This design comes from an exercise in tuning for small area and a short achievable clock period on the open sky130 flow, not from production work.
Function was checked by simulation only, so behaviour that the tests miss may differ from the original.

// timing_recovery_top
module timing_recovery_top (
  input  logic               clk,
  input  logic               reset_n,
  input  logic [31:0]        sample_i,     
  output logic [31:0]        sym_o,        
  output logic               sym_valid_o,
  output logic [18:0]        err_o,        
  output logic signed [11:0] ctrl_o
);
  logic               sym_strobe;   
  logic               hp_load;       
  logic [18:0]        err;          
  logic signed [11:0] ctrl;         
  gardner_ted u_ted (
    .clk          (clk),
    .reset_n      (reset_n),
    .sample_i     (sample_i),
    .sym_strobe_i (sym_strobe),
    .hp_load_i     (hp_load),
    .err_o        (err),
    .sym_o        (sym_o),
    .sym_valid_o  (sym_valid_o)
  );
  loop_filter_pi u_lf (
    .clk     (clk),
    .reset_n (reset_n),
    .err_i   (err),
    .ctrl_o  (ctrl)
  );
  symbol_nco u_nco (
    .clk          (clk),
    .reset_n      (reset_n),
    .ctrl_i       (ctrl),
    .sym_strobe_o (sym_strobe),
    .hp_load_o     (hp_load)
  );
  assign err_o  = err;
  assign ctrl_o = ctrl;
endmodule
Settings: LEC_CHECK=0, CAP_MARGIN=20, CORE_MARGIN=2, CORE_UTILIZATION=40, SLEW_MARGIN=20; clock period 12.0 ns.
standard.sh (not shown) runs the stock make flow with config.mk's settings and CLKGATE_MAP_FILE= SYNTH_SCRIPT=/design/flow/synth_recipe.tcl, a recipe that flattens the netlist after the stock synthesis.
==> flow/flow/run.sh <==
#!/bin/bash
# The standard layout (the standard.sh) with these make settings: ADDER_MAP_FILE= SETUP_SLACK_MARGIN=7
# (ADDER_MAP_FILE empty leaves adders to ABC instead of full/half-adder cells;
# registers are mapped as in the standard synthesis. SETUP_SLACK_MARGIN makes the
# timing repair aim for that much setup slack.)
set -euo pipefail
bash standard.sh ADDER_MAP_FILE= SETUP_SLACK_MARGIN=7 finish > standard_flow.log 2>&1
Edit:
==> flow/flow/run.sh (replaced) <==
#!/bin/bash
set -euo pipefail
bash standard.sh SETUP_SLACK_MARGIN=6 finish > standard_flow.log 2>&1
- CORE_UTILIZATION: 40 -> 60
The changed run finished with timing, DRC and antenna clean.
Worst hold slack improved by 16 ps.
Synthesized cell count falls by 25%.
Non-clock buffer count falls by 161.
Setup slack got worse by 870 ps.
Synthesized area falls by 10%.
Cell count falls by 29%.
Count of clock-buffer cells in the layout falls by 5.
Global-route usage rises by 6.4 points.
Edit:
==> flow/flow/run.sh (replaced) <==
#!/bin/bash
# The standard layout (the standard.sh, unchanged synthesis and steps) with
# two make settings: the timing repair steps aim for 6.5 ns of setup slack
# (SETUP_SLACK_MARGIN=6.5), and every input and output port still gets its own
# buffer, but a buf_1 rather than the default delay buffer (BUFFER_PORTS_ARGS);
# the repair steps resize the ones on critical paths. The make output goes to
# standard_flow.log; each ORFS step also keeps its own log under orfs/logs.
set -euo pipefail
bash standard.sh SETUP_SLACK_MARGIN=6.5 "BUFFER_PORTS_ARGS=-buffer_cell sky130_fd_sc_hd__buf_1" finish > standard_flow.log 2>&1
- CORE_UTILIZATION: 60 -> 40
Outcome: Worst setup slack improved by 360 ps; routed wire length rose by 7.5%; sequential cell count stays the same; critical path depth fell by 1.
Edit:
==> flow/flow/run.sh (replaced) <==
#!/bin/bash
# The standard layout (the standard.sh) with these make settings: SETUP_SLACK_MARGIN=7
# (ADDER_MAP_FILE empty leaves adders to ABC instead of full/half-adder cells;
# registers are mapped as in the standard synthesis. SETUP_SLACK_MARGIN makes the
# timing repair aim for that much setup slack.)
set -euo pipefail
bash standard.sh SETUP_SLACK_MARGIN=7 finish > standard_flow.log 2>&1
Final cell count rises by 2.2%.
Sequential cell count is unchanged.
Non-clock buffer count rises by 70.
Edit:
==> flow/flow/run.sh (replaced) <==
#!/bin/bash
# The standard layout (the standard.sh, unchanged synthesis and steps) with
# two make settings: the timing repair steps aim for 6 ns of setup slack
# (SETUP_SLACK_MARGIN=6), and every input and output port still gets its own
# buffer, but a buf_1 rather than the default delay buffer (BUFFER_PORTS_ARGS);
# the repair steps resize the ones on critical paths. The make output goes to
# standard_flow.log; each ORFS step also keeps its own log under orfs/logs.
set -euo pipefail
bash standard.sh SETUP_SLACK_MARGIN=6 "BUFFER_PORTS_ARGS=-buffer_cell sky130_fd_sc_hd__buf_1" finish > standard_flow.log 2>&1
- ABC_AREA: unset -> 1
Utilization is lower by 5.7 points. Area after synthesis goes up by a few percent. Cell area drops by a little under a tenth. Register-to-register slack degrades by 180 ps.
Edit:
- ABC_AREA: 1 -> unset
Effect:
- clock skew shrinks by 7.9 ps
- count of clock-buffer cells in the layout grows by 1

========
Starting RTL as in the previous note.
Design timing_recovery_top, start of the top module:
module timing_recovery_top (
  input  logic               clk,
  input  logic               reset_n,
  input  logic [31:0]        sample_i,     
  output logic [31:0]        sym_o,        
  output logic               sym_valid_o,
  output logic [18:0]        err_o,        
  output logic signed [11:0] ctrl_o
);
==> flow/config.mk <==
export PLATFORM = sky130hd
export DESIGN_NAME = timing_recovery_top
export DESIGN_NICKNAME = timing_recovery_top
export VERILOG_FILES = /design/flow/design.v
export SDC_FILE = /design/flow/constraint.sdc
export NUM_CORES = 4
export LEC_CHECK = 0
export CAP_MARGIN = 20
export CORE_MARGIN = 2
export CORE_UTILIZATION = 40
export CTS_BUF_LIST = sky130_fd_sc_hd__clkbuf_8
export CTS_CLUSTER_SIZE = 30
export SLEW_MARGIN = 20
==> flow/constraint.sdc <==
create_clock -name core_clock -period 12.0 [get_ports {clk}]
set_input_delay 2.4000 -clock core_clock [delete_from_list [all_inputs] [get_ports {clk}]]
set_output_delay 2.4000 -clock core_clock [all_outputs]
set_load 0.01 [all_outputs]
==> flow/flow/run.sh <==
#!/bin/bash
set -euo pipefail
bash standard.sh SETUP_SLACK_MARGIN=6 finish > standard_flow.log 2>&1
Next try:
==> flow/flow/run.sh (replaced) <==
#!/bin/bash
# The standard layout (the standard.sh) with these make settings: SETUP_SLACK_MARGIN=9
# (ADDER_MAP_FILE empty leaves adders to ABC instead of full/half-adder cells;
# registers are mapped as in the standard synthesis. SETUP_SLACK_MARGIN makes the
# timing repair aim for that much setup slack.)
set -euo pipefail
bash standard.sh SETUP_SLACK_MARGIN=9 finish > standard_flow.log 2>&1
CTS_BUF_LIST = unset   (was sky130_fd_sc_hd__clkbuf_8)
CTS_CLUSTER_SIZE = unset   (was 30)
The changed run finished with timing, DRC and antenna clean.
Wire length climbs by a little under a tenth.
Sequential share of layout area drops by 3.7 points.
First-iteration DRC count climbs by about a fifth.
Final area climbs by about a fifth.
Critical path depth climbs by 1.
Clock-buffer cell count drops by 24.
Synthesized cell count is unchanged.
Next try:
==> flow/flow/run.sh (replaced) <==
#!/bin/bash
set -euo pipefail
bash standard.sh SETUP_SLACK_MARGIN=6 finish > standard_flow.log 2>&1
The new run passed the timing, design-rule and antenna checks.
Design area went down by about 13%.
Worst setup slack degrades by 230 ps.
Next try:
==> flow/run.sh (new file) <==
#!/bin/bash
# synth_recipe.tcl (not shown) runs the flow's synth.tcl, then flattens the netlist and writes it again
# the make line also repeats each setting of config.mk as NAME=value (left out here)
make -C /OpenROAD-flow-scripts/flow DESIGN_CONFIG=/design/flow/config.mk WORK_HOME=/design/flow/orfs CLKGATE_MAP_FILE= SYNTH_SCRIPT=/design/flow/synth_recipe.tcl finish
SETUP_SLACK_MARGIN = 5   (was unset)
removed: flow/flow/run.sh
removed: flow/standard.sh
The changed run went through all stages and came out clean.
Worst hold slack is about the same.
Global-route usage climbs by 0.28 points.
Routed wire length climbs by about 0.44%.
Die area stays the same.
Final area drops by about 1%.
Fmax drops by 13%.
Synthesized area is unchanged.
Clock-buffer cell count does not change.
Final cell count drops by about 0.75%.

==> static timing again, ports no longer ideal <==
How much do the figures lean on ideal ports? The routed layouts below were timed once more, with nothing changed but the port constraints. Step 1 (the two cells are an assumption about what drives the block):
set clk [get_ports {clk}]
set_driving_cell -lib_cell sky130_fd_sc_hd__clkbuf_16 $clk
set_driving_cell -lib_cell sky130_fd_sc_hd__buf_2 [delete_from_list [all_inputs] $clk]
Step 2 also shifts input and output timing later by t, the mid clock arrival at the registers, as if the neighbouring blocks saw the same clock. Slacks: no drivers / after step 1 / after step 2; pairs: no drivers / after step 1.
run | t (ns) | slack for setup (ns) | latest minus earliest clock arrival (ns) | worst data-port slew with drivers (ns)
the first run of note 1 | 0.653 | 6.870 / 6.887 / 6.241 | 0.045 / 0.045 | 0.07
the second run of note 1 | 0.621 | 5.996 / 6.037 / 5.417 | 0.030 / 0.029 | 0.05
the third run of note 1 | 0.639 | 6.357 / 6.393 / 5.754 | 0.034 / 0.034 | 0.05
the fourth run of note 1 | 0.646 | 6.210 / 6.244 / 5.598 | 0.014 / 0.014 | 0.05
the fifth run of note 1 | 0.647 | 6.041 / 6.072 / 5.426 | 0.041 / 0.041 | 0.06
the sixth run of note 1 | 0.639 | 6.170 / 6.183 / 5.548 | 0.029 / 0.029 | 0.05
the first run of note 2 | 0.715 | 6.114 / 6.083 / 5.432 | 0.031 / 0.030 | 0.06
the second run of note 2 | 0.633 | 6.312 / 6.329 / 5.696 | 0.026 / 0.025 | 0.07
the third run of note 2 | 0.635 | 6.085 / 6.086 / 5.481 | 0.027 / 0.026 | 0.06
the fourth run of note 2 | 0.644 | 5.203 / 5.227 / 4.583 | 0.031 / 0.030 | 0.07
After both steps every run listed still meets setup and hold. The setup slack of the first run of note 2, which loses most, moves by -0.031 ns with the drivers and by -0.682 ns with both steps.
